Context: an optimization exercise on an open-source flow, tuned for small area, a short achievable clock period and few clock cycles per item. The choices shown serve that exercise and are no tape-out recipe.
The RTL was checked by simulation tests, not by an equivalence proof against the original design.
Power is estimated from default activity; no workload was simulated.

run A:
// beacon_id_table_to_channel_mapper_unit
module beacon_id_table_to_channel_mapper_unit (
  input  logic         clk,
  input  logic         rst_n,
  input  logic         in_valid,
  output logic         in_ready,
  input  logic [1:0]   in_opcode,
  input  logic [7:0]   in_payload_length,
  input  logic [15:0]  in_company_id,
  input  logic [63:0]  in_sensor_id,
  input  logic [7:0]   in_accel_x,
  input  logic [7:0]   in_accel_y,
  input  logic [7:0]   in_accel_z,
  output logic         out_valid,
  input  logic         out_ready,
  output logic [3:0]   out_status,
  output logic [3:0]   out_entry_index,
  output logic [6:0]   out_channel_base,
  output logic [7:0]   out_x_positive,
  output logic [7:0]   out_x_negative,
  output logic [7:0]   out_y_positive,
  output logic [7:0]   out_y_negative,
  output logic [7:0]   out_z_positive,
  output logic [7:0]   out_z_negative,
  output logic         out_send_request,
  output logic         out_all_known_seen,
  input  logic         cfg_we,
  input  logic         cfg_wdata
);
export LEC_CHECK = 0
export CAP_MARGIN = 20
export CORE_MARGIN = 2
export CORE_UTILIZATION = 40
export CTS_BUF_LIST = sky130_fd_sc_hd__clkbuf_16
export CTS_CLUSTER_DIAMETER = 120
export CTS_CLUSTER_SIZE = 25
export GPL_ROUTABILITY_DRIVEN = 0
export PLACE_DENSITY = 0.8
export SETUP_SLACK_MARGIN = 2.5
export SLEW_MARGIN = 20
create_clock -name core_clock -period 5.0 [get_ports {clk}]
standard.sh (not shown) runs the stock make flow with config.mk's settings and CLKGATE_MAP_FILE= SYNTH_SCRIPT=/design/flow/synth_recipe.tcl, a recipe that flattens the netlist after the stock synthesis.
==> flow/flow/run.sh <==
#!/bin/bash
# The standard layout, except that the port buffers are buf_4 cells: left to itself
# buffer_ports picks a delay cell (clkdlybuf4s50_1) for every input and output port.
set -euo pipefail
export BUFFER_PORTS_ARGS="-buffer_cell sky130_fd_sc_hd__buf_4"
bash standard.sh > standard.log 2>&1
Testbench counts of run A, summed over its fixed seeds: cycles 4,816, items 4,800.
Modified inputs, run B compared to run A
--- a/flow/config.mk
+++ b/flow/config.mk
@@ -13,5 +13,5 @@
 export CTS_CLUSTER_SIZE = 25
-export GPL_ROUTABILITY_DRIVEN = 0
 export PLACE_DENSITY = 0.8
-export SETUP_SLACK_MARGIN = 2.5
+export SETUP_SLACK_MARGIN = 2.65
 export SLEW_MARGIN = 20
+export TNS_END_PERCENT = 30
### Flow results
Post-detailed-placement half-perimeter wirelength in run B vs run A: up about 1.9%. Met1 capacity usage during global routing in run B vs run A: up 0.63 points. Status: number of placement rows parity (run A, run B). Compared with run A, run B shows a number of cells on the critical path that is 2 lower. Re worst ir drop on vdd: run B and run A aren't equal, and the higher value belongs to run B. Re synthesis-to-finish area growth: run B and run A aren't equal, and the lower value belongs to run A. Status: global-route usage parity (run A, run B). When the final numbers for run B and run A were put side by side, the worst hold slack turned out to be smaller in run A. Run B and run A ended up with nearly the same clock network area share.
## Diff of input files: run C against run B
--- a/flow/config.mk
+++ b/flow/config.mk
@@ -14,3 +14,3 @@
 export PLACE_DENSITY = 0.8
-export SETUP_SLACK_MARGIN = 2.65
+export SETUP_SLACK_MARGIN = 2.5
 export SLEW_MARGIN = 20
[summary]
In terms of overall fraction of global-route tracks in use, run B and run C differ only marginally. Run C ended up with a lower leakage power of the design than run B did. NOTE: sequential share of cell area in run C exceeds that of run B. Number of nets at the end of the flow: run C vs run B — no meaningful difference. The overall routed net length in run C sits 0.74% below the value recorded for run B.
diff inputs: run C => run D
--- a/flow/config.mk
+++ b/flow/config.mk
@@ -11,4 +11,4 @@
 export CTS_BUF_LIST = sky130_fd_sc_hd__clkbuf_16
-export CTS_CLUSTER_DIAMETER = 120
-export CTS_CLUSTER_SIZE = 25
+export CTS_CLUSTER_DIAMETER = 100
+export CTS_CLUSTER_SIZE = 28
 export PLACE_DENSITY = 0.8
@@ -16,2 +16 @@
 export SLEW_MARGIN = 20
-export TNS_END_PERCENT = 30
Findings:
STATUS power: run D wins against run C. Diff run C -> run D | total length of routed wires | down slightly. Looking at proportion of layout cells with a drive suffix above 1, run D sits 0.52 points above run C. The cell area was comparable across run D and run C.

[port drivers added, routing unchanged]
The flow's constraints put no driver on any port. The routed layouts listed below were extracted and timed again, unchanged, in two steps.
Step 1 sets driving cells, clkbuf_16 on the clock port and buf_2 on the other inputs (assumed; they add their load-dependent delay and slew).
Step 2 adds t to the input delays and takes it off the output delays; t is the mean of the earliest and latest rising clock arrival at the registers after step 1. Input paths then give back, and output paths get back, about the clock's delay inside the block.
Three values: ideal ports, drivers, drivers and shift; two values: the first two.
run | t, ns | setup slack, ns | worst register clock-pin slew, ns | pins driven straight from the clock port
run A | 0.794 | 2.342 / 2.342 / 1.915 | 0.12 / 0.12 | 1
run B | 0.782 | 2.312 / 2.312 / 1.918 | 0.12 / 0.12 | 1
run C | 0.786 | 2.249 / 2.249 / 1.877 | 0.12 / 0.12 | 1
run D | 0.764 | 2.324 / 2.324 / 1.833 | 0.11 / 0.11 | 1
After both steps setup and hold are still met in every run listed. The setup slack of run D, which loses most, moves by 0.000 ns with the drivers and by -0.491 ns with both steps.
